What follows belongs to an exercise in optimizing a design on an open flow for small area and a short achievable clock period; a production flow would make more cautious choices.
In this exercise RTL edits were held to simulation tests only and were not proved equivalent to the original.

Setup of run 1:
Design iir_filter, start of the top module:
module iir_filter (
  input  logic                          clk,
  input  logic                          nrst,
  input  logic                          coef_we,
  input  logic [4-1:0]        coef_addr,
  input  logic signed [16-1:0] coef_data,
  input  logic signed [16-1:0]   din,
  output logic signed [21-1:0]  dout
);
Size: about 7200 cells after synthesis, roughly 500 flip-flops.
==> flow/config.mk <==
export PLATFORM = sky130hd
export DESIGN_NAME = iir_filter
export DESIGN_NICKNAME = iir_filter
export VERILOG_FILES = /design/flow/design.v
export SDC_FILE = /design/flow/constraint.sdc
export NUM_CORES = 4
export LEC_CHECK = 0
export ABC_AREA = 1
export CAP_MARGIN = 20
export CORE_MARGIN = 2
export CORE_UTILIZATION = 55
export SLEW_MARGIN = 20
export SYNTH_HIERARCHICAL = 1
==> flow/constraint.sdc <==
create_clock -name core_clock -period 20.0 [get_ports {clk}]
set_input_delay 4.0000 -clock core_clock [delete_from_list [all_inputs] [get_ports {clk}]]
set_output_delay 4.0000 -clock core_clock [all_outputs]
set_load 0.01 [all_outputs]
standard.sh (not shown) runs the stock make flow with config.mk's settings and CLKGATE_MAP_FILE= SYNTH_SCRIPT=/design/flow/synth_recipe.tcl, a recipe that flattens the netlist after the stock synthesis.
==> flow/flow/run.sh <==
#!/bin/bash
# The standard layout, with the setup repair asked to leave a margin
# below the clock period so that it sizes the critical paths up.
set -euo pipefail
bash standard.sh SETUP_SLACK_MARGIN=12.0 finish > standard_finish.log 2>&1
Here is what was changed in the inputs of run 2 compared with run 1.
-- flow/flow/run.sh --
<<< run 1, line 5
bash standard.sh SETUP_SLACK_MARGIN=12.0 finish > standard_finish.log 2>&1
>>> run 2, line 5
bash standard.sh SETUP_SLACK_MARGIN=12.9 finish > standard_finish.log 2>&1
Findings:
Summary of the comparison: worst-path maximum fanout is lower in run 2, relative to run 1.
When run 2 is measured against run 1, its routed wire length on met3 turns out 1600 um higher.
Re H-tree depth: no difference whatsoever between run 1 and run 2.
Fmax: run 2 higher than run 1
Run 2 vs run 1 — worst setup slack rose 780 ps.
Fraction of standard cell area that is sequential sits lower in run 2 than in run 1.
The met3 global-route usage on run 1 is in line with that on run 2.
Looking at number of nets in the layout across run 2 and run 1, the one that comes out higher is run 2.
Here is what was changed in the inputs of run 3 compared with run 2.
-- flow/flow/run.sh --
<<< run 2, line 5
bash standard.sh SETUP_SLACK_MARGIN=12.9 finish > standard_finish.log 2>&1
>>> run 3, line 5
bash standard.sh SETUP_SLACK_MARGIN=13.5 finish > standard_finish.log 2>&1
==> comparison <==
- The cell count in run 3 sits about 4% above the value recorded for run 2.
- Run 3 vs. run 2: worst path setup slack after routing went up by 280 ps.
- Taking run 2 as the reference, in run 3 antenna diode count higher, sequential share of layout area lower.
- Die area: run 3 vs run 2 identical
- Reported for run 3 and run 2, total clock buffers created by CTS turned out identical to the last digit.
- [diff] via count, run 3 relative to run 2: regression
- Run 3 closes out successfully: all stages finished, all timing, DRC and antenna checks passed.
Modified inputs, run 4 compared to run 3
- setting PLACE_DENSITY to 0.75 for the first time
-- flow/flow/run.sh --
<<< run 3, line 5
bash standard.sh SETUP_SLACK_MARGIN=13.5 finish > standard_finish.log 2>&1
>>> run 4, line 5
bash standard.sh SETUP_SLACK_MARGIN=12.9 finish > standard_finish.log 2>&1
Results
In run 4, the signed area change from the synthesized netlist to the final layout came out 12 points below the value in run 3.
Lower number of nets in the final layout was reported by run 4, not run 3.
Relative area of non-clock buffer cells in the final design: run 4 vs run 3 down 4.1 points
When run 4 is measured against run 3, its met3 routing resource usage after global routing turns out 1.2 points lower.
Changes observed in run 4 relative to run 3: shortest period the worst path allows grew by 270 ps; maximum frequency shrank by about 4%; maximum fanout encountered on the critical timing path grew by 35.
Setup changes, run 4 to run 5
- PLACE_DENSITY removed (was 0.75)
-- flow/flow/run.sh --
<<< run 4, line 5
bash standard.sh SETUP_SLACK_MARGIN=12.9 finish > standard_finish.log 2>&1
>>> run 5, line 5
bash standard.sh SETUP_SLACK_MARGIN=13.2 finish > standard_finish.log 2>&1
- The routability congestion estimate from global placement number comes out higher for run 4 vs run 5.
- Delta (run 5 minus run 4): latest clock arrival within the worst-skew pair has increased.
Modified inputs, run 6 compared to run 5
- changing CORE_UTILIZATION from 55 to 65
-- flow/flow/run.sh --
<<< run 5, line 5
bash standard.sh SETUP_SLACK_MARGIN=13.2 finish > standard_finish.log 2>&1
>>> run 6, line 5
bash standard.sh SETUP_SLACK_MARGIN=13.5 finish > standard_finish.log 2>&1
==> results.txt <==
- Run 6: flow completed, timing, DRC and antenna clean
- The total vias in the final route in run 6 is 1.08 times that in run 5.
- Run 6 vs run 5 on met3 layer usage reported by global route: run 6 is the higher one.
- Run 6: sequential share of layout area 0.80 points below run 5
- Run 6 packs its core more tightly than run 5.
- Run 6 vs. run 5: signal arrival time at the worst endpoint went up by 4740 ps.
- Compared with run 5, run 6 shows part of the cycle the worst path needs higher by 1.8 points.
- Reported for run 5 and run 6, number of cells produced by synthesis turned out identical to the last digit.
- As far as hold violation count in the final report goes, run 6 and run 5 are indistinguishable; the numbers are identical.
- Compared to run 5, run 6 was floorplanned on a smaller die.

-- re-timing with driven ports --
Ports are ideal in the flow. The routed layouts listed here were re-timed in OpenROAD.
Step 1: set_driving_cell puts a clkbuf_16 on clk and a buf_2 on each other input, an assumption about the parent block.
Step 2 moves the port delays by t, midway between the first and last clock arrival at a register: inputs arrive t later, outputs are due t later. That takes back most of the time a late clock gives input paths.
a / b / c = ideal ports / drivers / drivers and shift; a / b = the first two.
run	t, ns	setup WS [ns]	worst register clock-pin slew, ns	worst data-port slew with drivers (ns)
run 1	0.751	12.234 / 12.234 / 12.234	0.07 / 0.07	0.06
run 2	0.756	13.009 / 12.931 / 13.009	0.07 / 0.07	0.06
run 3	0.758	13.285 / 13.285 / 13.192	0.07 / 0.07	0.06
run 4	0.736	13.019 / 13.019 / 12.741	0.07 / 0.07	0.05
run 5	0.754	13.267 / 13.186 / 13.118	0.07 / 0.07	0.06
run 6	0.762	12.913 / 12.913 / 12.881	0.08 / 0.08	0.05
After both steps every run listed still meets setup and hold. For run 4, which loses most, drivers alone change the setup slack by 0.000 ns; drivers and shift together by -0.278 ns. Setup slack includes reset recovery checks.
